This is an optimization exercise on Yosys and OpenROAD, whose aim is small area, a short achievable clock period and few clock cycles, not a production implementation. Where RTL was checked, it was by simulation tests only, not by an equivalence proof against the original. Power is estimated from default activity; no workload was simulated.

## oak
## ppm_p6_top
module ppm_p6_top
(
    input  logic        clk,
    input  logic        rst_n,
    input  logic        in_valid,
    output logic        in_stall,
    input  logic [7:0]  in_byte,
    input  logic        in_eos,
    output logic        out_valid,
    input  logic        out_stall,
    output logic [2:0]  out_kind,
    output logic [7:0]  out_red,
    output logic [7:0]  out_green,
    output logic [7:0]  out_blue,
    output logic [15:0] out_column,
    output logic [15:0] out_row,
    output logic [15:0] out_width,
    output logic [15:0] out_height,
    output logic        out_last,
    input  logic        cfg_write,
    input  logic        cfg_index,
    input  logic [15:0] cfg_data
);
make LEC_CHECK=0 CAP_MARGIN=20 CORE_MARGIN=2 CORE_UTILIZATION=40 CTS_BUF_LIST=sky130_fd_sc_hd__clkbuf_8 PLACE_DENSITY=0.5 SETUP_SLACK_MARGIN=2.8 SLEW_MARGIN=20 finish   # period 5.0 ns
run.sh (not shown) runs the stock make flow with config.mk's settings and CLKGATE_MAP_FILE= SYNTH_SCRIPT=/design/flow/synth_recipe.tcl, a recipe that flattens the netlist after the stock synthesis.
#### Input delta (pine over oak)
diff --git a/flow/config.mk b/flow/config.mk
--- a/flow/config.mk
+++ b/flow/config.mk
@@ -11,3 +11,3 @@
 export CTS_BUF_LIST = sky130_fd_sc_hd__clkbuf_8
-export PLACE_DENSITY = 0.5
+export PLACE_DENSITY = 0.6
 export SETUP_SLACK_MARGIN = 2.8
Results
- pine finished all stages; the layout is clean.
- Compared pine vs oak, and number of inserted filler cells in the final layout is down in pine.
- Of oak and pine, oak shows the higher post-CTS setup repair buffer count, with pine below it.
- The setup slack number comes out higher for pine vs oak.
- In the reports for oak and pine, the smaller clock network fraction of design power belongs to pine.
- Across both runs, design area was lower for pine than for oak.
- Taking oak as the reference, in pine portion of the clock cycle consumed by the worst path in the final layout lost 1.2 points, diode insertion count for antenna repair went down by 1, data arrival time of the critical path lower.
No run of this note included a check of the RTL's function; only the layout flow was run.

========
Another version of the RTL of ppm_p6_top (not shown whole).
Size: ~1200 cells after synthesis, roughly 280 flip-flops, roughly 130 I/O pins, roughly 15000 sq um of cells after synthesis.
==> flow/config.mk <==
export PLATFORM = sky130hd
export DESIGN_NAME = ppm_p6_top
export DESIGN_NICKNAME = ppm_p6_top
export VERILOG_FILES = /design/flow/design.v
export SDC_FILE = /design/flow/constraint.sdc
export NUM_CORES = 4
export LEC_CHECK = 0
export CAP_MARGIN = 20
export CORE_MARGIN = 2
export CORE_UTILIZATION = 40
export PLACE_DENSITY = 0.6
export SETUP_SLACK_MARGIN = 2.8
export SLEW_MARGIN = 20
==> flow/constraint.sdc <==
create_clock -name core_clock -period 5.0 [get_ports {clk}]
set_input_delay 1.0000 -clock core_clock [delete_from_list [all_inputs] [get_ports {clk}]]
set_output_delay 1.0000 -clock core_clock [all_outputs]
set_load 0.01 [all_outputs]
The baseline passed the timing, design-rule and antenna checks.
Edit:
--- a/flow/config.mk
+++ b/flow/config.mk
@@ -11,3 +11,2 @@
 export PLACE_DENSITY = 0.6
-export SETUP_SLACK_MARGIN = 2.8
 export SLEW_MARGIN = 20
Power goes down by a few percent. Via count went down by roughly a tenth. Clock-buffer cell count rises by 1.
No functional check of the RTL was part of any run of this note.

========
Another version of the RTL of ppm_p6_top (not shown whole).
Size in the first run: roughly 1,200 cells after synthesis, about 280 flip-flops, about 130 I/O pins.
==> flow/design.v (excerpt) <==
module ppm_p6_top
(
    input  logic        clk,
    input  logic        rst_n,
    input  logic        in_valid,
    output logic        in_stall,
    input  logic [7:0]  in_byte,
    input  logic        in_eos,
    output logic        out_valid,
    input  logic        out_stall,
    output logic [2:0]  out_kind,
    output logic [7:0]  out_red,
    output logic [7:0]  out_green,
    output logic [7:0]  out_blue,
    output logic [15:0] out_column,
    output logic [15:0] out_row,
    output logic [15:0] out_width,
    output logic [15:0] out_height,
    output logic        out_last,
    input  logic        cfg_write,
    input  logic        cfg_index,
    input  logic [15:0] cfg_data
);
    ppm_p6_stream_decoder u_dec (
        .clk        (clk),
        .rst_n      (rst_n),
        .in_valid   (in_valid),
        .in_stall   (in_stall),
        .in_byte    (in_byte),
        .in_eos     (in_eos),
        .out_valid  (out_valid),
        .out_stall  (out_stall),
        .out_kind   (out_kind),
        .out_red    (out_red),
        .out_green  (out_green),
        .out_blue   (out_blue),
        .out_column (out_column),
        .out_row    (out_row),
        .out_width  (out_width),
  ...
clock: 5.0 ns
lec_check: 0
cap_margin: 20
core_margin: 2
core_utilization: 40
cts_buf_list: sky130_fd_sc_hd__clkbuf_8
place_density: 0.5
setup_slack_margin: 2.7
slew_margin: 20
Testbench counts at the start, summed over its fixed seeds: cycles 66,959.
Then changed:
CORE_UTILIZATION = 45   (was 40)
SETUP_SLACK_MARGIN = 2.8   (was 2.7)
Outcome: The changed run went through all stages and came out clean; worst setup slack gets better by 0.014 ns; combinational power barely changes; fmax is higher by 0.61%; routed wire length is lower by 2.1%; die area is lower by 11%; area after synthesis does not change; power is lower by 3.7%; sequential share of layout area is higher by 0.80 points; clock power is lower by 9.9%; via count is higher by 1.6%.
Then changed:
CORE_UTILIZATION = 30   (was 45)
After rerunning: The changed run completed with no timing, DRC or antenna violations. Die area rises by 49%. Global-route usage falls by 6.7 points. Critical path depth stays the same. Worst setup slack improves by 0.0067 ns. Synthesized area stays the same. Clock power rises by about 10%. Cell area rises by 2.0%. First-iteration DRC count falls by 24%.
Then changed:
CORE_UTILIZATION = 40   (was 30)
What happened:
- The new run produced a clean layout
- routed wire length goes down by about 5.5%
- power decreases by about 2%
- combinational power goes down by about 4%
- final cell count decreases by about 7%
- sequential power stays flat
Then changed:
PLACE_DENSITY = 0.6   (was 0.5)
SETUP_SLACK_MARGIN = 3.0   (was 2.8)
What happened: Global-route usage came out lower by 0.50 points; setup slack loses 0.064 ns; final area came out higher by 3.7%; clock skew stays flat; register-to-register slack loses 0.06 ns; utilization came out higher by 1.9 points; critical path depth does not change; synthesized cell count is unchanged; final cell count came out higher by about 1.7%; die area does not change.

========
ppm_p6_top, a different RTL version from the one above (not shown whole).
For scale: ~1200 cells after synthesis, roughly 270 flip-flops, roughly 130 I/O pins, roughly 0.014 mm² of cells after synthesis.
==> flow/config.mk <==
export PLATFORM = sky130hd
export DESIGN_NAME = ppm_p6_top
export DESIGN_NICKNAME = ppm_p6_top
export VERILOG_FILES = /design/flow/design.v
export SDC_FILE = /design/flow/constraint.sdc
export NUM_CORES = 4
export LEC_CHECK = 0
export CAP_MARGIN = 20
export CORE_MARGIN = 2
export CORE_UTILIZATION = 40
export PLACE_DENSITY = 0.6
export SETUP_SLACK_MARGIN = 2.8
export SLEW_MARGIN = 20
==> flow/constraint.sdc <==
create_clock -name core_clock -period 5.0 [get_ports {clk}]
set_input_delay 1.0000 -clock core_clock [delete_from_list [all_inputs] [get_ports {clk}]]
set_output_delay 1.0000 -clock core_clock [all_outputs]
set_load 0.01 [all_outputs]
standard.sh (not shown) runs the stock make flow with config.mk's settings and CLKGATE_MAP_FILE= SYNTH_SCRIPT=/design/flow/synth_recipe.tcl, a recipe that flattens the netlist after the stock synthesis.
==> flow/flow/run.sh <==
#!/bin/bash
# Layout flow: the standard synthesis unchanged, then the standard ORFS layout
# with the port buffers built from buf_4 cells instead of delay cells, and the
# timing repair free to change a cell's footprint.
set -euo pipefail
bash standard.sh synth > synth.log 2>&1
bash standard.sh "BUFFER_PORTS_ARGS=-buffer_cell sky130_fd_sc_hd__buf_4" MATCH_CELL_FOOTPRINT=0 finish > layout.log 2>&1
Testbench counts at the start, summed over its fixed seeds: cycles 66,959.
Rerun with:
==> flow/run.sh (new file) <==
#!/bin/bash
# synth_recipe.tcl (not shown) runs the flow's synth.tcl, then flattens the netlist and writes it again
# the make line also repeats each setting of config.mk as NAME=value (left out here)
make -C /OpenROAD-flow-scripts/flow DESIGN_CONFIG=/design/flow/config.mk WORK_HOME=/design/flow/orfs CLKGATE_MAP_FILE= SYNTH_SCRIPT=/design/flow/synth_recipe.tcl finish
- SETUP_SLACK_MARGIN: 2.8 -> 3.2
removed: flow/flow/run.sh
removed: flow/standard.sh
After rerunning:
- cell area rises by about 9%
- first-iteration DRC count rises by 12%
- area after synthesis does not change
- count of clock-buffer cells in the layout rises by 1
- cell count rises by about 6%
Rerun with:
- SETUP_SLACK_MARGIN: 3.2 -> 2.8
The new run produced a clean layout.
Setup slack is worse by 0.0070 ns.
Cell count decreases by 4.1%.
Power falls by 4.3%.
Rerun with:
- CORE_UTILIZATION: 40 -> 55
- PLACE_DENSITY: 0.6 -> 0.7
- SETUP_SLACK_MARGIN: 2.8 -> 2.9
Outcome:
- The new run passed the timing, design-rule and antenna checks
- sequential power stays flat
- cell area went down by 0.60%
- first-iteration DRC count went up by 4.2%
- wire length drops by 3.2%

==> static timing again, ports no longer ideal <==
Ports are ideal in the flow. The routed layouts listed here were re-timed in OpenROAD. Step 1, drivers: a clkbuf_16 drives clk and a buf_2 each remaining input, both assumed. Step 2, shift: input delay + t, output delay - t, t = (earliest + latest rising clock arrival at the registers) / 2. This alone moves slack from input paths to output paths. a / b / c = no drivers / after step 1 / after step 2; a / b = the first two.
| run | t (ns) | slack for setup (ns) | clock arrival spread, ns | worst data-port slew with drivers (ns) |
|---|---|---|---|---|
| oak | 0.605 | 2.338 / 2.294 / 2.212 | 0.034 / 0.035 | 0.03 |
| pine | 0.601 | 2.397 / 2.353 / 2.275 | 0.018 / 0.018 | 0.04 |
| the first run of note 2 | 0.611 | 2.016 / 2.016 / 1.660 | 0.015 / 0.015 | 0.04 |
| the second run of note 2 | 0.601 | 0.998 / 0.998 / 0.998 | 0.010 / 0.011 | 0.04 |
| the first run of note 3 | 0.613 | 2.648 / 2.648 / 2.184 | 0.024 / 0.025 | 0.05 |
| the second run of note 3 | 0.608 | 2.662 / 2.662 / 2.206 | 0.019 / 0.020 | 0.09 |
| the third run of note 3 | 0.623 | 2.669 / 2.669 / 2.242 | 0.027 / 0.027 | 0.05 |
| the fourth run of note 3 | 0.605 | 2.758 / 2.758 / 2.223 | 0.022 / 0.023 | 0.05 |
| the fifth run of note 3 | 0.595 | 2.694 / 2.694 / 2.195 | 0.029 / 0.029 | 0.05 |
| the first run of note 4 | 0.587 | 2.584 / 2.584 / 2.391 | 0.012 / 0.013 | 0.05 |
| the second run of note 4 | 0.597 | 2.748 / 2.748 / 2.384 | 0.017 / 0.017 | 0.05 |
| the third run of note 4 | 0.600 | 2.741 / 2.741 / 2.236 | 0.009 / 0.008 | 0.05 |
| the fourth run of note 4 | 0.577 | 2.655 / 2.655 / 2.264 | 0.011 / 0.011 | 0.05 |
After both steps setup and hold are still met in every run listed. The setup slack of the fourth run of note 3, which loses most, moves by 0.000 ns with the drivers and by -0.535 ns with both steps.
